What follows belongs to an exercise in optimizing a design on an open flow for a short achievable clock period and few clock cycles per item; a production flow would make more cautious choices.
The RTL was checked by simulation tests, not by an equivalence proof against the original design.
Power is estimated from default activity; no workload was simulated.

[design/flow/flow/run.sh]
#!/bin/bash
set -euo pipefail
cd "$(dirname "$0")/.."
bash standard.sh SETUP_SLACK_MARGIN=7.5 finish > standard_make.log 2>&1
[design/flow/design.v]
`default_nettype none
package cta_pkg;
    localparam int DAY_W    = 5;
    localparam int MONTH_W  = 4;
    localparam int YEAR_W   = 16;
    localparam int HOUR_W   = 5;
    localparam int MINUTE_W = 6;
    localparam int ADD_W    = 16;
    localparam int DOY_W  = 9;     
    localparam int MOD_W  = 11;    
    localparam int Y400_W = 9;     
    localparam int RSP_W  = DAY_W + MONTH_W + YEAR_W + HOUR_W + MINUTE_W + 1 + DAY_W;
    localparam logic [HOUR_W-1:0]   HOUR_MAX   = 5'd23;
    localparam logic [MINUTE_W-1:0] MINUTE_MAX = 6'd59;
    localparam logic [MONTH_W-1:0] MONTH_JAN = 4'd1;
    localparam logic [MONTH_W-1:0] MONTH_DEC = 4'd12;
    localparam logic [YEAR_W-1:0] RESET_YEAR = 16'd2000;
    localparam logic REQ_LOAD = 1'b0;
    localparam logic REQ_ADD  = 1'b1;
    localparam int CAP    = 7;
    localparam int QPTR_W = 3;
    localparam int QDEPTH = 1 << QPTR_W;
    localparam int CNT_W  = 5;
endpackage
`default_nettype wire
`default_nettype none
module cta_div45_hi (
    input  wire logic [5:0] x,
    output logic [5:0] q,
    output logic [5:0] r,
    output logic [5:0] q_p1,
    output logic [5:0] q_p2,
    output logic [9:0] q_m366,
    output logic [9:0] q_m365,
    output logic [9:0] q_m364,
    output logic [9:0] q_m363
);
    always_comb
    begin
        case (x)
            6'd0: begin q = 6'd0; r = 6'd0; q_p1 = 6'd1; q_p2 = 6'd2; q_m366 = 10'd658; q_m365 = 10'd659; q_m364 = 10'd660; q_m363 = 10'd661; end
            6'd1: begin q = 6'd0; r = 6'd32; q_p1 = 6'd1; q_p2 = 6'd2; q_m366 = 10'd658; q_m365 = 10'd659; q_m364 = 10'd660; q_m363 = 10'd661; end
            6'd2: begin q = 6'd1; r = 6'd19; q_p1 = 6'd2; q_p2 = 6'd3; q_m366 = 10'd659; q_m365 = 10'd660; q_m364 = 10'd661; q_m363 = 10'd662; end
            6'd3: begin q = 6'd2; r = 6'd6; q_p1 = 6'd3; q_p2 = 6'd4; q_m366 = 10'd660; q_m365 = 10'd661; q_m364 = 10'd662; q_m363 = 10'd663; end
            6'd4: begin q = 6'd2; r = 6'd38; q_p1 = 6'd3; q_p2 = 6'd4; q_m366 = 10'd660; q_m365 = 10'd661; q_m364 = 10'd662; q_m363 = 10'd663; end
            6'd5: begin q = 6'd3; r = 6'd25; q_p1 = 6'd4; q_p2 = 6'd5; q_m366 = 10'd661; q_m365 = 10'd662; q_m364 = 10'd663; q_m363 = 10'd664; end
            6'd6: begin q = 6'd4; r = 6'd12; q_p1 = 6'd5; q_p2 = 6'd6; q_m366 = 10'd662; q_m365 = 10'd663; q_m364 = 10'd664; q_m363 = 10'd665; end
            6'd7: begin q = 6'd4; r = 6'd44; q_p1 = 6'd5; q_p2 = 6'd6; q_m366 = 10'd662; q_m365 = 10'd663; q_m364 = 10'd664; q_m363 = 10'd665; end
            6'd8: begin q = 6'd5; r = 6'd31; q_p1 = 6'd6; q_p2 = 6'd7; q_m366 = 10'd663; q_m365 = 10'd664; q_m364 = 10'd665; q_m363 = 10'd666; end
            6'd9: begin q = 6'd6; r = 6'd18; q_p1 = 6'd7; q_p2 = 6'd8; q_m366 = 10'd664; q_m365 = 10'd665; q_m364 = 10'd666; q_m363 = 10'd667; end
            6'd10: begin q = 6'd7; r = 6'd5; q_p1 = 6'd8; q_p2 = 6'd9; q_m366 = 10'd665; q_m365 = 10'd666; q_m364 = 10'd667; q_m363 = 10'd668; end
            6'd11: begin q = 6'd7; r = 6'd37; q_p1 = 6'd8; q_p2 = 6'd9; q_m366 = 10'd665; q_m365 = 10'd666; q_m364 = 10'd667; q_m363 = 10'd668; end
            6'd12: begin q = 6'd8; r = 6'd24; q_p1 = 6'd9; q_p2 = 6'd10; q_m366 = 10'd666; q_m365 = 10'd667; q_m364 = 10'd668; q_m363 = 10'd669; end
            6'd13: begin q = 6'd9; r = 6'd11; q_p1 = 6'd10; q_p2 = 6'd11; q_m366 = 10'd667; q_m365 = 10'd668; q_m364 = 10'd669; q_m363 = 10'd670; end
            6'd14: begin q = 6'd9; r = 6'd43; q_p1 = 6'd10; q_p2 = 6'd11; q_m366 = 10'd667; q_m365 = 10'd668; q_m364 = 10'd669; q_m363 = 10'd670; end
            6'd15: begin q = 6'd10; r = 6'd30; q_p1 = 6'd11; q_p2 = 6'd12; q_m366 = 10'd668; q_m365 = 10'd669; q_m364 = 10'd670; q_m363 = 10'd671; end
            6'd16: begin q = 6'd11; r = 6'd17; q_p1 = 6'd12; q_p2 = 6'd13; q_m366 = 10'd669; q_m365 = 10'd670; q_m364 = 10'd671; q_m363 = 10'd672; end
            6'd17: begin q = 6'd12; r = 6'd4; q_p1 = 6'd13; q_p2 = 6'd14; q_m366 = 10'd670; q_m365 = 10'd671; q_m364 = 10'd672; q_m363 = 10'd673; end
            6'd18: begin q = 6'd12; r = 6'd36; q_p1 = 6'd13; q_p2 = 6'd14; q_m366 = 10'd670; q_m365 = 10'd671; q_m364 = 10'd672; q_m363 = 10'd673; end
            6'd19: begin q = 6'd13; r = 6'd23; q_p1 = 6'd14; q_p2 = 6'd15; q_m366 = 10'd671; q_m365 = 10'd672; q_m364 = 10'd673; q_m363 = 10'd674; end
            6'd20: begin q = 6'd14; r = 6'd10; q_p1 = 6'd15; q_p2 = 6'd16; q_m366 = 10'd672; q_m365 = 10'd673; q_m364 = 10'd674; q_m363 = 10'd675; end
            6'd21: begin q = 6'd14; r = 6'd42; q_p1 = 6'd15; q_p2 = 6'd16; q_m366 = 10'd672; q_m365 = 10'd673; q_m364 = 10'd674; q_m363 = 10'd675; end
            6'd22: begin q = 6'd15; r = 6'd29; q_p1 = 6'd16; q_p2 = 6'd17; q_m366 = 10'd673; q_m365 = 10'd674; q_m364 = 10'd675; q_m363 = 10'd676; end
            6'd23: begin q = 6'd16; r = 6'd16; q_p1 = 6'd17; q_p2 = 6'd18; q_m366 = 10'd674; q_m365 = 10'd675; q_m364 = 10'd676; q_m363 = 10'd677; end
            6'd24: begin q = 6'd17; r = 6'd3; q_p1 = 6'd18; q_p2 = 6'd19; q_m366 = 10'd675; q_m365 = 10'd676; q_m364 = 10'd677; q_m363 = 10'd678; end
            6'd25: begin q = 6'd17; r = 6'd35; q_p1 = 6'd18; q_p2 = 6'd19; q_m366 = 10'd675; q_m365 = 10'd676; q_m364 = 10'd677; q_m363 = 10'd678; end
            6'd26: begin q = 6'd18; r = 6'd22; q_p1 = 6'd19; q_p2 = 6'd20; q_m366 = 10'd676; q_m365 = 10'd677; q_m364 = 10'd678; q_m363 = 10'd679; end
            6'd27: begin q = 6'd19; r = 6'd9; q_p1 = 6'd20; q_p2 = 6'd21; q_m366 = 10'd677; q_m365 = 10'd678; q_m364 = 10'd679; q_m363 = 10'd680; end
            6'd28: begin q = 6'd19; r = 6'd41; q_p1 = 6'd20; q_p2 = 6'd21; q_m366 = 10'd677; q_m365 = 10'd678; q_m364 = 10'd679; q_m363 = 10'd680; end
            6'd29: begin q = 6'd20; r = 6'd28; q_p1 = 6'd21; q_p2 = 6'd22; q_m366 = 10'd678; q_m365 = 10'd679; q_m364 = 10'd680; q_m363 = 10'd681; end
            6'd30: begin q = 6'd21; r = 6'd15; q_p1 = 6'd22; q_p2 = 6'd23; q_m366 = 10'd679; q_m365 = 10'd680; q_m364 = 10'd681; q_m363 = 10'd682; end
            6'd31: begin q = 6'd22; r = 6'd2; q_p1 = 6'd23; q_p2 = 6'd24; q_m366 = 10'd680; q_m365 = 10'd681; q_m364 = 10'd682; q_m363 = 10'd683; end
            6'd32: begin q = 6'd22; r = 6'd34; q_p1 = 6'd23; q_p2 = 6'd24; q_m366 = 10'd680; q_m365 = 10'd681; q_m364 = 10'd682; q_m363 = 10'd683; end
            6'd33: begin q = 6'd23; r = 6'd21; q_p1 = 6'd24; q_p2 = 6'd25; q_m366 = 10'd681; q_m365 = 10'd682; q_m364 = 10'd683; q_m363 = 10'd684; end
            6'd34: begin q = 6'd24; r = 6'd8; q_p1 = 6'd25; q_p2 = 6'd26; q_m366 = 10'd682; q_m365 = 10'd683; q_m364 = 10'd684; q_m363 = 10'd685; end
            6'd35: begin q = 6'd24; r = 6'd40; q_p1 = 6'd25; q_p2 = 6'd26; q_m366 = 10'd682; q_m365 = 10'd683; q_m364 = 10'd684; q_m363 = 10'd685; end
            6'd36: begin q = 6'd25; r = 6'd27; q_p1 = 6'd26; q_p2 = 6'd27; q_m366 = 10'd683; q_m365 = 10'd684; q_m364 = 10'd685; q_m363 = 10'd686; end
            6'd37: begin q = 6'd26; r = 6'd14; q_p1 = 6'd27; q_p2 = 6'd28; q_m366 = 10'd684; q_m365 = 10'd685; q_m364 = 10'd686; q_m363 = 10'd687; end
            6'd38: begin q = 6'd27; r = 6'd1; q_p1 = 6'd28; q_p2 = 6'd29; q_m366 = 10'd685; q_m365 = 10'd686; q_m364 = 10'd687; q_m363 = 10'd688; end
            6'd39: begin q = 6'd27; r = 6'd33; q_p1 = 6'd28; q_p2 = 6'd29; q_m366 = 10'd685; q_m365 = 10'd686; q_m364 = 10'd687; q_m363 = 10'd688; end
            6'd40: begin q = 6'd28; r = 6'd20; q_p1 = 6'd29; q_p2 = 6'd30; q_m366 = 10'd686; q_m365 = 10'd687; q_m364 = 10'd688; q_m363 = 10'd689; end
            6'd41: begin q = 6'd29; r = 6'd7; q_p1 = 6'd30; q_p2 = 6'd31; q_m366 = 10'd687; q_m365 = 10'd688; q_m364 = 10'd689; q_m363 = 10'd690; end
            6'd42: begin q = 6'd29; r = 6'd39; q_p1 = 6'd30; q_p2 = 6'd31; q_m366 = 10'd687; q_m365 = 10'd688; q_m364 = 10'd689; q_m363 = 10'd690; end
            6'd43: begin q = 6'd30; r = 6'd26; q_p1 = 6'd31; q_p2 = 6'd32; q_m366 = 10'd688; q_m365 = 10'd689; q_m364 = 10'd690; q_m363 = 10'd691; end
            6'd44: begin q = 6'd31; r = 6'd13; q_p1 = 6'd32; q_p2 = 6'd33; q_m366 = 10'd689; q_m365 = 10'd690; q_m364 = 10'd691; q_m363 = 10'd692; end
            6'd45: begin q = 6'd32; r = 6'd0; q_p1 = 6'd33; q_p2 = 6'd34; q_m366 = 10'd690; q_m365 = 10'd691; q_m364 = 10'd692; q_m363 = 10'd693; end
            6'd46: begin q = 6'd32; r = 6'd32; q_p1 = 6'd33; q_p2 = 6'd34; q_m366 = 10'd690; q_m365 = 10'd691; q_m364 = 10'd692; q_m363 = 10'd693; end
            6'd47: begin q = 6'd33; r = 6'd19; q_p1 = 6'd34; q_p2 = 6'd35; q_m366 = 10'd691; q_m365 = 10'd692; q_m364 = 10'd693; q_m363 = 10'd694; end
            6'd48: begin q = 6'd34; r = 6'd6; q_p1 = 6'd35; q_p2 = 6'd36; q_m366 = 10'd692; q_m365 = 10'd693; q_m364 = 10'd694; q_m363 = 10'd695; end
            6'd49: begin q = 6'd34; r = 6'd38; q_p1 = 6'd35; q_p2 = 6'd36; q_m366 = 10'd692; q_m365 = 10'd693; q_m364 = 10'd694; q_m363 = 10'd695; end
            6'd50: begin q = 6'd35; r = 6'd25; q_p1 = 6'd36; q_p2 = 6'd37; q_m366 = 10'd693; q_m365 = 10'd694; q_m364 = 10'd695; q_m363 = 10'd696; end
            6'd51: begin q = 6'd36; r = 6'd12; q_p1 = 6'd37; q_p2 = 6'd38; q_m366 = 10'd694; q_m365 = 10'd695; q_m364 = 10'd696; q_m363 = 10'd697; end
            6'd52: begin q = 6'd36; r = 6'd44; q_p1 = 6'd37; q_p2 = 6'd38; q_m366 = 10'd694; q_m365 = 10'd695; q_m364 = 10'd696; q_m363 = 10'd697; end
            6'd53: begin q = 6'd37; r = 6'd31; q_p1 = 6'd38; q_p2 = 6'd39; q_m366 = 10'd695; q_m365 = 10'd696; q_m364 = 10'd697; q_m363 = 10'd698; end
            6'd54: begin q = 6'd38; r = 6'd18; q_p1 = 6'd39; q_p2 = 6'd40; q_m366 = 10'd696; q_m365 = 10'd697; q_m364 = 10'd698; q_m363 = 10'd699; end
            6'd55: begin q = 6'd39; r = 6'd5; q_p1 = 6'd40; q_p2 = 6'd41; q_m366 = 10'd697; q_m365 = 10'd698; q_m364 = 10'd699; q_m363 = 10'd700; end
            6'd56: begin q = 6'd39; r = 6'd37; q_p1 = 6'd40; q_p2 = 6'd41; q_m366 = 10'd697; q_m365 = 10'd698; q_m364 = 10'd699; q_m363 = 10'd700; end
            6'd57: begin q = 6'd40; r = 6'd24; q_p1 = 6'd41; q_p2 = 6'd42; q_m366 = 10'd698; q_m365 = 10'd699; q_m364 = 10'd700; q_m363 = 10'd701; end
            6'd58: begin q = 6'd41; r = 6'd11; q_p1 = 6'd42; q_p2 = 6'd43; q_m366 = 10'd699; q_m365 = 10'd700; q_m364 = 10'd701; q_m363 = 10'd702; end
            6'd59: begin q = 6'd41; r = 6'd43; q_p1 = 6'd42; q_p2 = 6'd43; q_m366 = 10'd699; q_m365 = 10'd700; q_m364 = 10'd701; q_m363 = 10'd702; end
            6'd60: begin q = 6'd42; r = 6'd30; q_p1 = 6'd43; q_p2 = 6'd44; q_m366 = 10'd700; q_m365 = 10'd701; q_m364 = 10'd702; q_m363 = 10'd703; end
            6'd61: begin q = 6'd43; r = 6'd17; q_p1 = 6'd44; q_p2 = 6'd45; q_m366 = 10'd701; q_m365 = 10'd702; q_m364 = 10'd703; q_m363 = 10'd704; end
            6'd62: begin q = 6'd44; r = 6'd4; q_p1 = 6'd45; q_p2 = 6'd46; q_m366 = 10'd702; q_m365 = 10'd703; q_m364 = 10'd704; q_m363 = 10'd705; end
            6'd63: begin q = 6'd44; r = 6'd36; q_p1 = 6'd45; q_p2 = 6'd46; q_m366 = 10'd702; q_m365 = 10'd703; q_m364 = 10'd704; q_m363 = 10'd705; end
            default: begin q = '0; r = '0; q_p1 = '0; q_p2 = '0; q_m366 = '0; q_m365 = '0; q_m364 = '0; q_m363 = '0; end
        endcase
    end
endmodule
module cta_mod25_hi (
    input  wire logic [5:0] x,
    output logic [4:0] r
);
    always_comb
    begin
        case (x)
            6'd0: begin r = 5'd0; end
            6'd1: begin r = 5'd14; end
            6'd2: begin r = 5'd3; end
            6'd3: begin r = 5'd17; end
            6'd4: begin r = 5'd6; end
            6'd5: begin r = 5'd20; end
            6'd6: begin r = 5'd9; end
            6'd7: begin r = 5'd23; end
            6'd8: begin r = 5'd12; end
            6'd9: begin r = 5'd1; end
            6'd10: begin r = 5'd15; end
            6'd11: begin r = 5'd4; end
            6'd12: begin r = 5'd18; end
            6'd13: begin r = 5'd7; end
            6'd14: begin r = 5'd21; end
            6'd15: begin r = 5'd10; end
            6'd16: begin r = 5'd24; end
            6'd17: begin r = 5'd13; end
            6'd18: begin r = 5'd2; end
            6'd19: begin r = 5'd16; end
            6'd20: begin r = 5'd5; end
            6'd21: begin r = 5'd19; end
            6'd22: begin r = 5'd8; end
            6'd23: begin r = 5'd22; end
            6'd24: begin r = 5'd11; end
            6'd25: begin r = 5'd0; end
            6'd26: begin r = 5'd14; end
            6'd27: begin r = 5'd3; end
            6'd28: begin r = 5'd17; end
            6'd29: begin r = 5'd6; end
            6'd30: begin r = 5'd20; end
            6'd31: begin r = 5'd9; end
            6'd32: begin r = 5'd23; end
            6'd33: begin r = 5'd12; end
            6'd34: begin r = 5'd1; end
            6'd35: begin r = 5'd15; end
            6'd36: begin r = 5'd4; end
            6'd37: begin r = 5'd18; end
            6'd38: begin r = 5'd7; end
            6'd39: begin r = 5'd21; end
            6'd40: begin r = 5'd10; end
            6'd41: begin r = 5'd24; end
            6'd42: begin r = 5'd13; end
            6'd43: begin r = 5'd2; end
            6'd44: begin r = 5'd16; end
            6'd45: begin r = 5'd5; end
            6'd46: begin r = 5'd19; end
            6'd47: begin r = 5'd8; end
            6'd48: begin r = 5'd22; end
            6'd49: begin r = 5'd11; end
            6'd50: begin r = 5'd0; end
            6'd51: begin r = 5'd14; end
            6'd52: begin r = 5'd3; end
            6'd53: begin r = 5'd17; end
            6'd54: begin r = 5'd6; end
            6'd55: begin r = 5'd20; end
            6'd56: begin r = 5'd9; end
            6'd57: begin r = 5'd23; end
            6'd58: begin r = 5'd12; end
            6'd59: begin r = 5'd1; end
            6'd60: begin r = 5'd15; end
            6'd61: begin r = 5'd4; end
            6'd62: begin r = 5'd18; end
            6'd63: begin r = 5'd7; end
            default: begin r = '0; end
        endcase
    end
endmodule
module cta_mod25_lo (
    input  wire logic [5:0] x,
    output logic [4:0] r
);
    always_comb
    begin
        case (x)
            6'd0: begin r = 5'd0; end
            6'd1: begin r = 5'd1; end
            6'd2: begin r = 5'd2; end
            6'd3: begin r = 5'd3; end
            6'd4: begin r = 5'd4; end
            6'd5: begin r = 5'd5; end
            6'd6: begin r = 5'd6; end
            6'd7: begin r = 5'd7; end
            6'd8: begin r = 5'd8; end
            6'd9: begin r = 5'd9; end
            6'd10: begin r = 5'd10; end
            6'd11: begin r = 5'd11; end
            6'd12: begin r = 5'd12; end
            6'd13: begin r = 5'd13; end
            6'd14: begin r = 5'd14; end
            6'd15: begin r = 5'd15; end
            6'd16: begin r = 5'd16; end
            6'd17: begin r = 5'd17; end
            6'd18: begin r = 5'd18; end
            6'd19: begin r = 5'd19; end
            6'd20: begin r = 5'd20; end
            6'd21: begin r = 5'd21; end
            6'd22: begin r = 5'd22; end
            6'd23: begin r = 5'd23; end
            6'd24: begin r = 5'd24; end
            6'd25: begin r = 5'd0; end
            6'd26: begin r = 5'd1; end
            6'd27: begin r = 5'd2; end
            6'd28: begin r = 5'd3; end
            6'd29: begin r = 5'd4; end
            6'd30: begin r = 5'd5; end
            6'd31: begin r = 5'd6; end
            6'd32: begin r = 5'd7; end
            6'd33: begin r = 5'd8; end
            6'd34: begin r = 5'd9; end
            6'd35: begin r = 5'd10; end
            6'd36: begin r = 5'd11; end
            6'd37: begin r = 5'd12; end
            6'd38: begin r = 5'd13; end
            6'd39: begin r = 5'd14; end
            6'd40: begin r = 5'd15; end
            6'd41: begin r = 5'd16; end
            6'd42: begin r = 5'd17; end
            6'd43: begin r = 5'd18; end
            6'd44: begin r = 5'd19; end
            6'd45: begin r = 5'd20; end
            6'd46: begin r = 5'd21; end
            6'd47: begin r = 5'd22; end
            6'd48: begin r = 5'd23; end
            6'd49: begin r = 5'd24; end
            6'd50: begin r = 5'd0; end
            6'd51: begin r = 5'd1; end
            6'd52: begin r = 5'd2; end
            6'd53: begin r = 5'd3; end
            6'd54: begin r = 5'd4; end
            6'd55: begin r = 5'd5; end
            6'd56: begin r = 5'd6; end
            6'd57: begin r = 5'd7; end
            6'd58: begin r = 5'd8; end
            6'd59: begin r = 5'd9; end
            6'd60: begin r = 5'd10; end
            6'd61: begin r = 5'd11; end
            6'd62: begin r = 5'd12; end
            6'd63: begin r = 5'd13; end
            default: begin r = '0; end
        endcase
    end
endmodule
module cta_hour_minutes (
    input  wire logic [4:0] x,
    output logic [10:0] m
);
    always_comb
    begin
        case (x)
            5'd0: begin m = 11'd0; end
            5'd1: begin m = 11'd60; end
            5'd2: begin m = 11'd120; end
            5'd3: begin m = 11'd180; end
            5'd4: begin m = 11'd240; end
            5'd5: begin m = 11'd300; end
            5'd6: begin m = 11'd360; end
            5'd7: begin m = 11'd420; end
            5'd8: begin m = 11'd480; end
            5'd9: begin m = 11'd540; end
            5'd10: begin m = 11'd600; end
            5'd11: begin m = 11'd660; end
            5'd12: begin m = 11'd720; end
            5'd13: begin m = 11'd780; end
            5'd14: begin m = 11'd840; end
            5'd15: begin m = 11'd900; end
            5'd16: begin m = 11'd960; end
            5'd17: begin m = 11'd1020; end
            5'd18: begin m = 11'd1080; end
            5'd19: begin m = 11'd1140; end
            5'd20: begin m = 11'd1200; end
            5'd21: begin m = 11'd1260; end
            5'd22: begin m = 11'd1320; end
            5'd23: begin m = 11'd1380; end
            5'd24: begin m = 11'd1380; end
            5'd25: begin m = 11'd1380; end
            5'd26: begin m = 11'd1380; end
            5'd27: begin m = 11'd1380; end
            5'd28: begin m = 11'd1380; end
            5'd29: begin m = 11'd1380; end
            5'd30: begin m = 11'd1380; end
            5'd31: begin m = 11'd1380; end
            default: begin m = '0; end
        endcase
    end
endmodule
`default_nettype wire
`default_nettype none
import cta_pkg::*;
module calendar_time_add_minutes #(
    parameter int MAX_ADD_MINUTES = 65535
) (
    input  wire logic                     clk,
    input  wire logic                     rst_n,
    input  wire logic                     cmd_valid,
    output wire logic                     cmd_ready,
    input  wire logic                     cmd_req_type,
    input  wire logic [cta_pkg::ADD_W-1:0]    cmd_add_minutes,
    input  wire logic [cta_pkg::DAY_W-1:0]    cmd_load_day,
    input  wire logic [cta_pkg::MONTH_W-1:0]  cmd_load_month,
    input  wire logic [cta_pkg::YEAR_W-1:0]   cmd_load_year,
    input  wire logic [cta_pkg::HOUR_W-1:0]   cmd_load_hour,
    input  wire logic [cta_pkg::MINUTE_W-1:0] cmd_load_minute,
    output wire logic                     rsp_valid,
    input  wire logic                     rsp_ready,
    output wire logic [cta_pkg::DAY_W-1:0]    rsp_out_day,
    output wire logic [cta_pkg::MONTH_W-1:0]  rsp_out_month,
    output wire logic [cta_pkg::YEAR_W-1:0]   rsp_out_year,
    output wire logic [cta_pkg::HOUR_W-1:0]   rsp_out_hour,
    output wire logic [cta_pkg::MINUTE_W-1:0] rsp_out_minute,
    output wire logic                     rsp_leap_flag,
    output wire logic [cta_pkg::DAY_W-1:0]    rsp_month_length
);
    localparam int SAT_W = ($clog2(MAX_ADD_MINUTES + 1) > ADD_W) ?
                           $clog2(MAX_ADD_MINUTES + 1) : ADD_W;
    function automatic logic [DAY_W-1:0] month_len(input logic [MONTH_W-1:0] month,
                                                   input logic leap);
        logic [DAY_W-1:0] len;
        case (month)
            4'd2:                    len = leap ? 5'd29 : 5'd28;
            4'd4, 4'd6, 4'd9, 4'd11: len = 5'd30;
            default:                 len = 5'd31;
        endcase
        month_len = len;
    endfunction
    function automatic logic [DOY_W-1:0] month_start(input logic [MONTH_W-1:0] month,
                                                     input logic leap);
        logic [DOY_W-1:0] s;
        case (month)
            4'd1:    s = 9'd0;
            4'd2:    s = 9'd31;
            4'd3:    s = 9'd59;
            4'd4:    s = 9'd90;
            4'd5:    s = 9'd120;
            4'd6:    s = 9'd151;
            4'd7:    s = 9'd181;
            4'd8:    s = 9'd212;
            4'd9:    s = 9'd243;
            4'd10:   s = 9'd273;
            4'd11:   s = 9'd304;
            default: s = 9'd334;
        endcase
        if (leap && (month > 4'd2))
        begin
            s = s + 9'd1;
        end
        month_start = s;
    endfunction
    function automatic logic [DOY_W-1:0] month_first(input logic [MONTH_W-1:0] month,
                                                input logic leap);
        logic [DOY_W-1:0] d;
        case ({leap, month})
            {1'b0, 4'd1}: d = 9'd511;
            {1'b0, 4'd2}: d = 9'd30;
            {1'b0, 4'd3}: d = 9'd58;
            {1'b0, 4'd4}: d = 9'd89;
            {1'b0, 4'd5}: d = 9'd119;
            {1'b0, 4'd6}: d = 9'd150;
            {1'b0, 4'd7}: d = 9'd180;
            {1'b0, 4'd8}: d = 9'd211;
            {1'b0, 4'd9}: d = 9'd242;
            {1'b0, 4'd10}: d = 9'd272;
            {1'b0, 4'd11}: d = 9'd303;
            {1'b0, 4'd12}: d = 9'd333;
            {1'b1, 4'd1}: d = 9'd511;
            {1'b1, 4'd2}: d = 9'd30;
            {1'b1, 4'd3}: d = 9'd59;
            {1'b1, 4'd4}: d = 9'd90;
            {1'b1, 4'd5}: d = 9'd120;
            {1'b1, 4'd6}: d = 9'd151;
            {1'b1, 4'd7}: d = 9'd181;
            {1'b1, 4'd8}: d = 9'd212;
            {1'b1, 4'd9}: d = 9'd243;
            {1'b1, 4'd10}: d = 9'd273;
            {1'b1, 4'd11}: d = 9'd304;
            {1'b1, 4'd12}: d = 9'd334;
            default: d = 9'd0;
        endcase
        month_first = d;
    endfunction
    function automatic logic [DOY_W-1:0] month_last(input logic [MONTH_W-1:0] month,
                                                input logic leap);
        logic [DOY_W-1:0] d;
        case ({leap, month})
            {1'b0, 4'd1}: d = 9'd30;
            {1'b0, 4'd2}: d = 9'd58;
            {1'b0, 4'd3}: d = 9'd89;
            {1'b0, 4'd4}: d = 9'd119;
            {1'b0, 4'd5}: d = 9'd150;
            {1'b0, 4'd6}: d = 9'd180;
            {1'b0, 4'd7}: d = 9'd211;
            {1'b0, 4'd8}: d = 9'd242;
            {1'b0, 4'd9}: d = 9'd272;
            {1'b0, 4'd10}: d = 9'd303;
            {1'b0, 4'd11}: d = 9'd333;
            {1'b0, 4'd12}: d = 9'd364;
            {1'b1, 4'd1}: d = 9'd30;
            {1'b1, 4'd2}: d = 9'd59;
            {1'b1, 4'd3}: d = 9'd90;
            {1'b1, 4'd4}: d = 9'd120;
            {1'b1, 4'd5}: d = 9'd151;
            {1'b1, 4'd6}: d = 9'd181;
            {1'b1, 4'd7}: d = 9'd212;
            {1'b1, 4'd8}: d = 9'd243;
            {1'b1, 4'd9}: d = 9'd273;
            {1'b1, 4'd10}: d = 9'd304;
            {1'b1, 4'd11}: d = 9'd334;
            {1'b1, 4'd12}: d = 9'd365;
            default: d = 9'd0;
        endcase
        month_last = d;
    endfunction
    logic              cmd_ready_reg;
    logic              cmd_fire;
    logic [CNT_W-1:0]  pend_reg;       
    logic              pop_reg;        
    logic              out_valid_reg;
    logic [QPTR_W-1:0] q_wr_reg, q_rd_reg;
    logic              q_wr_lap, q_rd_lap;
    assign cmd_fire = cmd_valid && cmd_ready_reg;
    logic                s0_typ;
    logic [ADD_W-1:0]    s0_add;
    logic [DAY_W-1:0]    s0_day;
    logic [MONTH_W-1:0]  s0_month;
    logic [YEAR_W-1:0]   s0_year;
    logic [HOUR_W-1:0]   s0_hour;
    logic [MINUTE_W-1:0] s0_minute;
    assign s0_typ    = cmd_req_type;
    assign s0_add    = cmd_add_minutes;
    assign s0_day    = cmd_load_day;
    assign s0_month  = cmd_load_month;
    assign s0_year   = cmd_load_year;
    assign s0_hour   = cmd_load_hour;
    assign s0_minute = cmd_load_minute;
    logic [ADD_W-1:0]    add_sat;
    logic [MONTH_W-1:0]  s0_month_c;
    logic [5:0]          s0_dq, s0_dr, s0_dq_p1, s0_dq_p2;
    logic [9:0]          s0_dq_m366, s0_dq_m365, s0_dq_m364, s0_dq_m363;
    logic [4:0]          s0_yrh, s0_yrl;
    logic [MOD_W-1:0]    s0_h60;
    logic                s1_v;
    logic                s1_typ;
    logic [5:0]          s1_dq, s1_dr, s1_dq_p1, s1_dq_p2;   
    logic [9:0]          s1_dq_m366, s1_dq_m365, s1_dq_m364, s1_dq_m363;
    logic [4:0]          s1_ahl;         
    logic [4:0]          s1_alo;         
    logic [DAY_W-1:0]    s1_day;         
    logic [DAY_W-1:0]    s1_len_n, s1_len_l;      
    logic [DOY_W-1:0]    s1_first_n, s1_first_l;  
    logic [DOY_W-1:0]    s1_last_n, s1_last_l;    
    logic [YEAR_W-1:0]   s1_year;
    logic [4:0]          s1_yrh, s1_yrl;          
    logic [MOD_W-1:0]    s1_h60;                  
    logic [MINUTE_W-1:0] s1_minute;
    assign add_sat = (SAT_W'(s0_add) > SAT_W'(MAX_ADD_MINUTES)) ?
                     ADD_W'(MAX_ADD_MINUTES) : s0_add;
    cta_div45_hi u_div45 (
        .x      (add_sat[15:10]),
        .q      (s0_dq),
        .r      (s0_dr),
        .q_p1   (s0_dq_p1),
        .q_p2   (s0_dq_p2),
        .q_m366 (s0_dq_m366),
        .q_m365 (s0_dq_m365),
        .q_m364 (s0_dq_m364),
        .q_m363 (s0_dq_m363)
    );
    cta_mod25_hi u_mod25h (.x(s0_year[15:10]), .r(s0_yrh));
    cta_mod25_lo u_mod25l (.x(s0_year[9:4]), .r(s0_yrl));
    cta_hour_minutes u_h60 (.x(s0_hour), .m(s0_h60));
    always_comb
    begin
        if (s0_month < MONTH_JAN)
        begin
            s0_month_c = MONTH_JAN;
        end
        else if (s0_month > MONTH_DEC)
        begin
            s0_month_c = MONTH_DEC;
        end
        else
        begin
            s0_month_c = s0_month;
        end
    end
    always_ff @(posedge clk)
    begin
        s1_typ     <= s0_typ;
        s1_dq      <= s0_dq;
        s1_dr      <= s0_dr;
        s1_dq_p1   <= s0_dq_p1;
        s1_dq_p2   <= s0_dq_p2;
        s1_dq_m366 <= s0_dq_m366;
        s1_dq_m365 <= s0_dq_m365;
        s1_dq_m364 <= s0_dq_m364;
        s1_dq_m363 <= s0_dq_m363;
        s1_ahl     <= add_sat[9:5];
        s1_alo     <= add_sat[4:0];
        s1_day     <= (s0_day == '0) ? DAY_W'(1) : s0_day;
        s1_len_n   <= month_len(s0_month_c, 1'b0);
        s1_len_l   <= month_len(s0_month_c, 1'b1);
        s1_first_n <= month_first(s0_month_c, 1'b0);
        s1_first_l <= month_first(s0_month_c, 1'b1);
        s1_last_n  <= month_last(s0_month_c, 1'b0);
        s1_last_l  <= month_last(s0_month_c, 1'b1);
        s1_year    <= s0_year;
        s1_yrh     <= s0_yrh;
        s1_yrl     <= s0_yrl;
        s1_h60     <= s0_h60;
        s1_minute  <= (s0_minute > MINUTE_MAX) ? MINUTE_MAX : s0_minute;
    end
    logic                s1_add, s1_load;
    logic [6:0]          s1_dt;          
    logic                s1_dc;          
    logic [5:0]          s1_drem;        
    logic [6:0]          s1_drem_m45;    
    logic [5:0]          s1_yt;          
    logic [4:0]          s1_yrem;        
    logic [Y400_W-1:0]   s1_y400;
    logic                s1_leap, s1_leap1;
    logic [DOY_W-1:0]    s1_doy_n, s1_doy_l;
    logic                s2_v;
    logic                s2_load;
    logic [MOD_W-1:0]    s2_m0;          
    logic [MOD_W:0]      s2_m1;          
    logic [DOY_W-1:0]    s2_d0, s2_d1;   
    logic [DOY_W:0]      s2_d0_n, s2_d0_l, s2_d1_n;   
    logic [DOY_W-1:0]    s2_ldoy_n, s2_ldoy_l;
    logic [MOD_W-1:0]    s2_lmod;
    logic [YEAR_W-1:0]   s2_lyear;
    logic [Y400_W-1:0]   s2_ly400;
    logic                s2_lleap, s2_lleap1;
    assign s1_add  = s1_v && (s1_typ == REQ_ADD);
    assign s1_load = s1_v && (s1_typ == REQ_LOAD);
    assign s1_dt       = 7'(s1_dr) + 7'(s1_ahl);
    assign s1_dc       = (s1_dt >= 7'd45);
    assign s1_drem     = s1_dc ? 6'(s1_dt - 7'd45) : s1_dt[5:0];
    assign s1_drem_m45 = s1_dc ? (s1_dt - 7'd90) : (s1_dt - 7'd45);
    assign s1_yt   = 6'(s1_yrh) + 6'(s1_yrl);
    assign s1_yrem = (s1_yt >= 6'd25) ? 5'(s1_yt - 6'd25) : s1_yt[4:0];
    assign s1_y400 = {s1_yrem, s1_year[3:0]};
    assign s1_leap  = (s1_year[1:0] == 2'd0) &&
                      (s1_y400 != 9'd100) && (s1_y400 != 9'd200) && (s1_y400 != 9'd300);
    assign s1_leap1 = (s1_year[1:0] == 2'd3) &&
                      (s1_y400 != 9'd99) && (s1_y400 != 9'd199) && (s1_y400 != 9'd299);
    assign s1_doy_n = (s1_day > s1_len_n) ? s1_last_n : s1_first_n + DOY_W'(s1_day);
    assign s1_doy_l = (s1_day > s1_len_l) ? s1_last_l : s1_first_l + DOY_W'(s1_day);
    always_ff @(posedge clk)
    begin
        s2_load <= s1_load;
        if (!s1_add)
        begin
            s2_m0   <= '0;
            s2_m1   <= (MOD_W+1)'((1 << (MOD_W+1)) - 1440);
            s2_d0   <= '0;
            s2_d1   <= DOY_W'(1);
            s2_d0_n <= (DOY_W+1)'((1 << (DOY_W+1)) - 365);
            s2_d0_l <= (DOY_W+1)'((1 << (DOY_W+1)) - 366);
            s2_d1_n <= (DOY_W+1)'((1 << (DOY_W+1)) - 364);
        end
        else if (s1_dc)
        begin
            s2_m0   <= {s1_drem, s1_alo};
            s2_m1   <= {s1_drem_m45, s1_alo};
            s2_d0   <= DOY_W'(s1_dq_p1);
            s2_d1   <= DOY_W'(s1_dq_p2);
            s2_d0_n <= s1_dq_m364;
            s2_d0_l <= s1_dq_m365;
            s2_d1_n <= s1_dq_m363;
        end
        else
        begin
            s2_m0   <= {s1_drem, s1_alo};
            s2_m1   <= {s1_drem_m45, s1_alo};
            s2_d0   <= DOY_W'(s1_dq);
            s2_d1   <= DOY_W'(s1_dq_p1);
            s2_d0_n <= s1_dq_m365;
            s2_d0_l <= s1_dq_m366;
            s2_d1_n <= s1_dq_m364;
        end
        s2_ldoy_n <= s1_doy_n;
        s2_ldoy_l <= s1_doy_l;
        s2_lmod   <= s1_h60 + MOD_W'(s1_minute);
        s2_lyear  <= s1_year;
        s2_ly400  <= s1_y400;
        s2_lleap  <= s1_leap;
        s2_lleap1 <= s1_leap1;
    end
    logic [DOY_W-1:0]    st_doy;
    logic [MOD_W-1:0]    st_mod;
    logic [YEAR_W-1:0]   st_year;
    logic [Y400_W-1:0]   st_y400;
    logic                st_leap;        
    logic                st_leap1;       
    logic                st_v;
    logic [12:2]         st_am;          
    logic [23:1]         st_ah;          
    logic [12:2]         am_add, am_load;
    logic [23:1]         ah_add, ah_load;
    logic [MOD_W-1:0]    m_sum0;
    logic [MOD_W:0]      m_sum1;
    logic                m_carry;
    logic [MOD_W-1:0]    m_new;
    logic [DOY_W-1:0]    d_sum0, d_sum1;
    logic [DOY_W:0]      d_sum0_n, d_sum0_l, d_sum1_n, d_sum1_l;
    logic                w0, w1, y_carry;
    logic [DOY_W-1:0]    d_new;
    logic                sel_00, sel_01n, sel_01l, sel_10, sel_11n, sel_11l;
    logic                leap2;          
    logic [Y400_W-1:0]   y400_inc;
    logic [YEAR_W-1:0]   year_inc;
    logic [YEAR_W-1:0]   year_add;
    logic [Y400_W-1:0]   y400_add;
    logic                leap_add, leap1_add;
    assign m_sum0   = st_mod + s2_m0;
    assign m_sum1   = (MOD_W+1)'(st_mod) + s2_m1;
    assign m_carry  = !m_sum1[MOD_W];                     
    assign m_new    = ({MOD_W{m_carry}} & m_sum1[MOD_W-1:0]) | ({MOD_W{!m_carry}} & m_sum0);
    assign d_sum0   = st_doy + s2_d0;
    assign d_sum1   = st_doy + s2_d1;
    assign d_sum0_n = (DOY_W+1)'(st_doy) + s2_d0_n;
    assign d_sum0_l = (DOY_W+1)'(st_doy) + s2_d0_l;
    assign d_sum1_n = (DOY_W+1)'(st_doy) + s2_d1_n;
    assign d_sum1_l = d_sum0_n;
    assign w0       = st_leap ? !d_sum0_l[DOY_W] : !d_sum0_n[DOY_W];
    assign w1       = st_leap ? !d_sum1_l[DOY_W] : !d_sum1_n[DOY_W];
    assign y_carry  = m_carry ? w1 : w0;
    assign sel_00  = !m_carry && !y_carry;
    assign sel_01n = !m_carry && y_carry && !st_leap;
    assign sel_01l = !m_carry && y_carry && st_leap;
    assign sel_10  = m_carry && !y_carry;
    assign sel_11n = m_carry && y_carry && !st_leap;
    assign sel_11l = m_carry && y_carry && st_leap;
    assign d_new   = ({DOY_W{sel_00}}  & d_sum0) |
                     ({DOY_W{sel_01n}} & d_sum0_n[DOY_W-1:0]) |
                     ({DOY_W{sel_01l}} & d_sum0_l[DOY_W-1:0]) |
                     ({DOY_W{sel_10}}  & d_sum1) |
                     ({DOY_W{sel_11n}} & d_sum1_n[DOY_W-1:0]) |
                     ({DOY_W{sel_11l}} & d_sum1_l[DOY_W-1:0]);
    always_comb
    begin
        for (int m = 2; m <= 12; m++)
        begin
            am_add[m] =
                (sel_00  && (st_leap  ? (d_sum0 >= month_start(MONTH_W'(m), 1'b1)) :
                                        (d_sum0 >= month_start(MONTH_W'(m), 1'b0)))) ||
                (sel_10  && (st_leap  ? (d_sum1 >= month_start(MONTH_W'(m), 1'b1)) :
                                        (d_sum1 >= month_start(MONTH_W'(m), 1'b0)))) ||
                (sel_01n && (st_leap1 ? (d_sum0_n[DOY_W-1:0] >= month_start(MONTH_W'(m), 1'b1)) :
                                        (d_sum0_n[DOY_W-1:0] >= month_start(MONTH_W'(m), 1'b0)))) ||
                (sel_01l && (st_leap1 ? (d_sum0_l[DOY_W-1:0] >= month_start(MONTH_W'(m), 1'b1)) :
                                        (d_sum0_l[DOY_W-1:0] >= month_start(MONTH_W'(m), 1'b0)))) ||
                (sel_11n && (st_leap1 ? (d_sum1_n[DOY_W-1:0] >= month_start(MONTH_W'(m), 1'b1)) :
                                        (d_sum1_n[DOY_W-1:0] >= month_start(MONTH_W'(m), 1'b0)))) ||
                (sel_11l && (st_leap1 ? (d_sum1_l[DOY_W-1:0] >= month_start(MONTH_W'(m), 1'b1)) :
                                        (d_sum1_l[DOY_W-1:0] >= month_start(MONTH_W'(m), 1'b0))));
            am_load[m] = s2_lleap ? (s2_ldoy_l >= month_start(MONTH_W'(m), 1'b1)) :
                                    (s2_ldoy_n >= month_start(MONTH_W'(m), 1'b0));
        end
        for (int h = 1; h < 24; h++)
        begin
            ah_add[h]  = (m_carry && (m_sum1[MOD_W-1:0] >= MOD_W'(60 * h))) ||
                         (!m_carry && (m_sum0 >= MOD_W'(60 * h)));
            ah_load[h] = (s2_lmod >= MOD_W'(60 * h));
        end
    end
    assign leap2     = (st_year[1:0] == 2'd2) &&
                       (st_y400 != 9'd98) && (st_y400 != 9'd198) && (st_y400 != 9'd298);
    assign y400_inc  = ((st_y400 == 9'd399) || (st_year == 16'hFFFF)) ? '0 : st_y400 + 1'b1;
    assign year_inc  = st_year + 1'b1;
    assign year_add  = ({YEAR_W{y_carry}} & year_inc) | ({YEAR_W{!y_carry}} & st_year);
    assign y400_add  = ({Y400_W{y_carry}} & y400_inc) | ({Y400_W{!y_carry}} & st_y400);
    assign leap_add  = (y_carry && st_leap1) || (!y_carry && st_leap);
    assign leap1_add = (y_carry && leap2) || (!y_carry && st_leap1);
    always_ff @(posedge clk or negedge rst_n)
    begin
        if (!rst_n)
        begin
            s1_v <= 1'b0;
            s2_v <= 1'b0;
            st_v <= 1'b0;
        end
        else
        begin
            s1_v <= cmd_fire;
            s2_v <= s1_v;
            st_v <= s2_v;
        end
    end
    always_ff @(posedge clk)
    begin
        if (!rst_n)
        begin
            st_doy   <= '0;
            st_mod   <= '0;
            st_year  <= RESET_YEAR;
            st_y400  <= '0;
            st_leap  <= 1'b1;
            st_leap1 <= 1'b0;
            st_am    <= '0;
            st_ah    <= '0;
        end
        else if (s2_load)
        begin
            st_am    <= am_load;
            st_ah    <= ah_load;
            st_doy   <= s2_lleap ? s2_ldoy_l : s2_ldoy_n;
            st_mod   <= s2_lmod;
            st_year  <= s2_lyear;
            st_y400  <= s2_ly400;
            st_leap  <= s2_lleap;
            st_leap1 <= s2_lleap1;
        end
        else
        begin
            st_am    <= am_add;
            st_ah    <= ah_add;
            st_doy   <= d_new;
            st_mod   <= m_new;
            st_year  <= year_add;
            st_y400  <= y400_add;
            st_leap  <= leap_add;
            st_leap1 <= leap1_add;
        end
    end
    logic [12:1]         after_month;    
    logic [DAY_W-1:0]    day_n [1:12];
    logic [DAY_W-1:0]    day_l [1:12];
    logic [23:0]         after_hour;     
    logic [MONTH_W-1:0]  r_month;
    logic [DAY_W-1:0]    r_day;
    logic [DAY_W-1:0]    r_len;
    logic [HOUR_W-1:0]   r_hour;
    logic [MINUTE_W-1:0] r_minute;
    logic [RSP_W-1:0]    r_rsp;
    logic [RSP_W-1:0]    q_mem [QDEPTH];
    logic [RSP_W-1:0]    out_reg;
    always_comb
    begin
        for (int m = 1; m <= 12; m++)
        begin
            after_month[m]   = (m == 1) || st_am[(m == 1) ? 2 : m];
            day_n[m]         = DAY_W'(st_doy - month_start(MONTH_W'(m), 1'b0) + 9'd1);
            day_l[m]         = DAY_W'(st_doy - month_start(MONTH_W'(m), 1'b1) + 9'd1);
        end
        r_month = '0;
        r_day   = '0;
        r_len   = '0;
        for (int m = 1; m <= 12; m++)
        begin
            if (after_month[m] && ((m == 12) || !after_month[(m == 12) ? 12 : m + 1]))
            begin
                r_month = r_month | MONTH_W'(m);
                r_day   = r_day | (st_leap ? day_l[m] : day_n[m]);
                r_len   = r_len | month_len(MONTH_W'(m), st_leap);
            end
        end
        for (int h = 0; h < 24; h++)
        begin
            after_hour[h] = (h == 0) || st_ah[(h == 0) ? 1 : h];
        end
        r_hour   = '0;
        r_minute = '0;
        for (int h = 0; h < 24; h++)
        begin
            if (after_hour[h] && ((h == 23) || !after_hour[(h == 23) ? 23 : h + 1]))
            begin
                r_hour   = r_hour | HOUR_W'(h);
                r_minute = r_minute | MINUTE_W'(st_mod - MOD_W'(60 * h));
            end
        end
    end
    assign r_rsp = {r_day, r_month, st_year, r_hour, r_minute, st_leap, r_len};
    logic [QPTR_W:0]     q_count;        
    logic                pop;            
    logic [QPTR_W-1:0]   q_rd_next;
    logic [RSP_W-1:0]    out_mem, out_next;
    logic                out_new;
    assign q_count   = {q_wr_lap, q_wr_reg} - {q_rd_lap, q_rd_reg};
    assign pop       = out_valid_reg && rsp_ready;
    assign q_rd_next = q_rd_reg + 1'b1;
    assign out_mem   = pop ? q_mem[q_rd_next] : q_mem[q_rd_reg];
    assign out_new   = pop ? (q_count <= (QPTR_W+1)'(1)) : (q_count == '0);
    assign out_next  = ({RSP_W{out_new}} & r_rsp) | ({RSP_W{!out_new}} & out_mem);
    always_ff @(posedge clk)
    begin
        if (st_v)
        begin
            q_mem[q_wr_reg] <= r_rsp;
        end
        out_reg <= out_next;
    end
    always_ff @(posedge clk or negedge rst_n)
    begin
        if (!rst_n)
        begin
            q_wr_reg      <= '0;
            q_wr_lap      <= 1'b0;
            q_rd_reg      <= '0;
            q_rd_lap      <= 1'b0;
            out_valid_reg <= 1'b0;
            pop_reg       <= 1'b0;
            pend_reg      <= '0;
            cmd_ready_reg <= 1'b0;
        end
        else
        begin
            if (st_v)
            begin
                {q_wr_lap, q_wr_reg} <= {q_wr_lap, q_wr_reg} + 1'b1;
            end
            if (pop)
            begin
                {q_rd_lap, q_rd_reg} <= {q_rd_lap, q_rd_reg} + 1'b1;
                out_valid_reg <= (q_count > (QPTR_W+1)'(1)) || st_v;
            end
            else
            begin
                out_valid_reg <= (q_count != '0) || st_v;
            end
            pop_reg  <= pop;
            pend_reg <= pend_reg + CNT_W'(s1_v) - CNT_W'(pop_reg);
            cmd_ready_reg <= ((pend_reg + CNT_W'(s1_v) + CNT_W'(cmd_ready_reg) + 1'b1)
                              <= CNT_W'(CAP));
        end
    end
    assign cmd_ready        = cmd_ready_reg;
    assign rsp_valid        = out_valid_reg;
    assign rsp_out_day      = out_reg[41:37];
    assign rsp_out_month    = out_reg[36:33];
    assign rsp_out_year     = out_reg[32:17];
    assign rsp_out_hour     = out_reg[16:12];
    assign rsp_out_minute   = out_reg[11:6];
    assign rsp_leap_flag    = out_reg[5];
    assign rsp_month_length = out_reg[4:0];
endmodule
`default_nettype wire
[design/flow/standard.sh]
#!/bin/bash
# synth_recipe.tcl (not shown) runs the flow's synth.tcl, then flattens the netlist and writes it again
# the make line also repeats each setting of config.mk as NAME=value (left out here)
make -C /OpenROAD-flow-scripts/flow DESIGN_CONFIG=/design/flow/config.mk WORK_HOME=/design/flow/orfs CLKGATE_MAP_FILE= SYNTH_SCRIPT=/design/flow/synth_recipe.tcl "${@:-finish}"
[design/flow/constraint.sdc]
create_clock -name core_clock -period 10.0 [get_ports {clk}]
set_input_delay 2.0000 -clock core_clock [delete_from_list [all_inputs] [get_ports {clk}]]
set_output_delay 2.0000 -clock core_clock [all_outputs]
set_load 0.01 [all_outputs]
[design/flow/config.mk]
export PLATFORM = sky130hd
export DESIGN_NAME = calendar_time_add_minutes
export DESIGN_NICKNAME = calendar_time_add_minutes
export VERILOG_FILES = /design/flow/design.v
export SDC_FILE = /design/flow/constraint.sdc
export NUM_CORES = 4
export LEC_CHECK = 0
export ABC_CLOCK_PERIOD_IN_PS = 1500
export CAP_MARGIN = 20
export CORE_MARGIN = 2
export CORE_UTILIZATION = 40
export SETUP_SLACK_MARGIN = 5
export SLEW_MARGIN = 20
==> summary.txt <==
Global route
  – Vias in the first global route: 33200
  – Initial antenna violation count: 2
  – Met2 global-route usage: between 40% and 50%
  – Routing usage on met3: 5.40%
  – Met1 Track Usage GR: between 30% and 40%
  – GRT Util Overall: roughly a quarter
  – Largest net degree at the start of global routing: 60
  – Total gr overflow: 0
  – Top Usage Layer GRT: met2
  – First-pass GRT wire length: 202 mm

Floorplan
  – Chip width: between 300 and 400 microns
  – Initial Utilization: 40.3%
  – Area of the core: 94700 sq um
  – Die footprint: 97900 sq um
  – Ports: 101
  – Site Rows: ~110
  – Die Ht: ~310 microns

Final layout
  – Max FFs per register: 320
  – Fin cells: 5517
  – Commonest non-fill, non-tap cell in the layout: edfxtp_1
  – Finished Cell Area: about 54000 sq um
  – # fillers: ~7600
  – Fraction of layout cells with a size suffix above 1: between 30% and 40%
  – Net count, final: 4406
  – Final Core Density: 57.1%
  – Most frequent cells in the layout: 320 x edfxtp_1, 290 x dfxtp_1, 271 x buf_4
  – Area Growth Syn to Fin: 41.7%

Yosys
  – Synthesized cell area: 38200 sq um
  – Post-synth top area share: between 20% and 30%
  – Gate Count Post-Synth: about 3700
  – Number of synthesized flops with an enable pin: 320
  – Post-synth top area cell: edfxtp_1
  – Ys Warns: 7
  – Synthesized flop and latch total: 684
  – Top cells by area, synth: edfxtp_1 25%, dfxtp_1 18%, mux4_2 9.8%, ha_1 4.9%, a21oi_1 4.2%
  – Asr flop ratio synth: 2.78%
  – Main synth FF type: dfxtp_1
  – Avg Synthesized Cell Area: between 10 and 15 sq um
  – Sequential fraction of the synthesis area: approximately 45%
  – Yosys cell types: 92

Placement
  – Placed Area: 41700 sq um
  – Cells after DPL: 4889
  – Hpwl dp: about 70 mm
  – Worst slack, placed: 5280 ps
  – I/O Buffers: 100
  – Final estimated routing congestion in global placement: approximately 0.95

Worst setup path
  – FF-to-FF setup slack: between 6000 and 7000 ps
  – Critical Path Fanout Max: 5
  – Setup crit start kind: flip-flop
  – Req. time, crit path: 10580 ps
  – Endpoint type of the worst setup path: flip-flop
  – Setup CP Type: reg -> reg
  – Critical Path AT: 3820 ps

Power and ir drop
  – PwrDens: 296 nW/um^2
  – Leakage: a little under 20 nW
  – Max rail drop VDD: 0.000253 V

Routing
  – Via count: between 30000 and 40000
  – Post-DR wirelength/cell: 24.9 microns
  – Antenna Violating Nets Remaining: 0
  – DRT Pass-1 Iters: 7
  – DRC viols: 0
  – DR iter-0 viols: 4208
  – Vias per inst: between 6 and 7
  – Routed wire length: 137 mm

STA
  – Skew final: 51.9 ps
  – F_max: ~310 MHz
  – Slew headroom: 37.2%
  – Period Utilization, post-route: 32.5%
  – Setup TNS: 0 ps
  – Final setup violation count: 0
  – Final setup margin: 6750 ps
  – Final hold violation count: 0
  – RSZ-0062 raised after global routing: true
  – Tmin final: about 3200 ps
  – Worst-Margin Slew: 942 ps
  – Fin. max-slew vios: 0

Flow run
  – Max Cap Viol: 0

Clock network
  – CTS tree: built
  – Clock latency on the worst-skew pair: 670 ps
  – Num CTS Buffers: 78
  – Clk root buf: clkbuf_16
  – Hold buffers post-CTS: 0
  – Sink Count: ~680
  – Clk buf depth: 3
  – Clk pin slew, worst setup/hold paths: 70 ps
  – CTS H-tree depth: 3

Hold path
  – Worst hold path type: reg -> reg

Status
  – Run status: timing/DRC/antenna clean
[stage by stage]
step,total power [mW],hold WS (ps)
finish,16.0,319
global route,16.6,332
CTS,14.9,318
detailed placement,9.53,312
global placement,9.51,312
floorplan,8.10,310
[worst paths after layout]
kind	startpoint	cells past startpoint	endpoint
worst max-delay path	s2_m1[1]$_SDFF_PN0_	14	st_am[7]$_SDFF_PN0_
worst min-delay path	s1_year[5]$_DFF_P_	0	s2_lyear[5]$_DFF_P_
worst max register to register	s2_m1[1]$_SDFF_PN0_	14	st_am[7]$_SDFF_PN0_
worst min register to register	s1_year[5]$_DFF_P_	0	s2_lyear[5]$_DFF_P_
max in group asynchronous	rst_n	1	q_rd_reg[1]$_DFFE_PN0P_
min in group asynchronous	rst_n	1	q_rd_reg[0]$_DFFE_PN0P_
[area by class of cell]
type	instances	area [sq um]	share of cell area, %
timing repair inverter	3	32.5	0.0601
multi-input combinational	2698	25300	46.7
antenna	1	2.50	0.00463
tap	1265	1580	2.93
timing repair buffer	591	6740	12.5
clock inverter	51	582	1.08
clock buffer	93	2060	3.81
inverter	131	694	1.28
sequential	684	17100	31.7
[synth_stat cells (all sizes together), types with 15 or more instances]
master	n
a211oi	67
a21o	34
a21oi	324
a221oi	44
a22o	31
a22oi	32
a311oi	25
a31oi	49
and2	20
and3	31
buf	49
clkbuf	201
dfrtp	19
dfxtp	345
edfxtp	320
ha	151
inv	124
mux2	16
mux2i	44
mux4	166
nand2	312
nand2b	43
nand3	76
nand4	22
nor2	297
nor2b	36
nor3	80
nor4	18
o211ai	42
o21a	29
o21ai	241
o221ai	15
o22ai	30
o31ai	21
or3	17
xnor2	88
xor2	50
[cells by family after synthesis]
kind of cell	share of synthesized area (%)
simple gates	12.4
flops	44.5
mux	11.4
other cells	0.00982
compound gates	19.1
fa+ha+maj	5.53
xor+xnor	3.22
buf+inv	3.83
[report_power, final]
part | switching, mW | total, mW | internal, mW
clock | 1.26 | 2.94 | 1.68
combinational | 4.93 | 9.07 | 4.14
sequential | 0.416 | 3.98 | 3.57
total | 6.60 | 16.0 | 9.39
[routing by layer]
layer | share of wire, % | wire length [microns]
met5 | 0.0087 | 12
met1 | 39 | 53600
met2 | 47 | 64200
met4 | 4.9 | 6750
met3 | 9.4 | 13000
[worst max-delay path, cell delays in order (launching register included)]
cell	delay, ps
dfxtp_2	340
ha_4	250
a211oi_4	280
o211ai_1	130
buf_4	170
a211oi_4	260
buf_12	150
xor2_4	90
buf_6	160
buf_12	120
buf_8	130
or3_4	390
buf_4	190
o221ai_4	270
o311a_1	230
[what timing repair did]
action                                   CTS  global route
buffers inserted                         326            83
endpoints found under the setup margin   330           314
gates cloned                              68             5
gates resized for setup                 1076           371
pin swaps                                279           218
Testbench counts, summed over its fixed seeds: cycles 2,432, items 2,400.

[what the ideal ports hide]
How much do the figures lean on ideal ports? The routed layout below was timed once more, with nothing changed but the port constraints.
Step 1 assumes that a clkbuf_16 drives the clock port and a buf_2 every other input.
Step 2, shift: input delay + t, output delay - t, t = (earliest + latest rising clock arrival at the registers) / 2. This alone moves slack from input paths to output paths.
a / b / c = ideal / step 1 / step 2; a / b = the first two.
shift t [ns]: 0.712
setup slack, ns: 6.753 / 6.741 / 6.436
slew at the worst register clock pin (ns): 0.07 / 0.07
cell pins on the clock port's net: 1
After both steps setup and hold are still met in this run. The setup slack of this run moves by -0.012 ns with the drivers and by -0.317 ns with both steps.
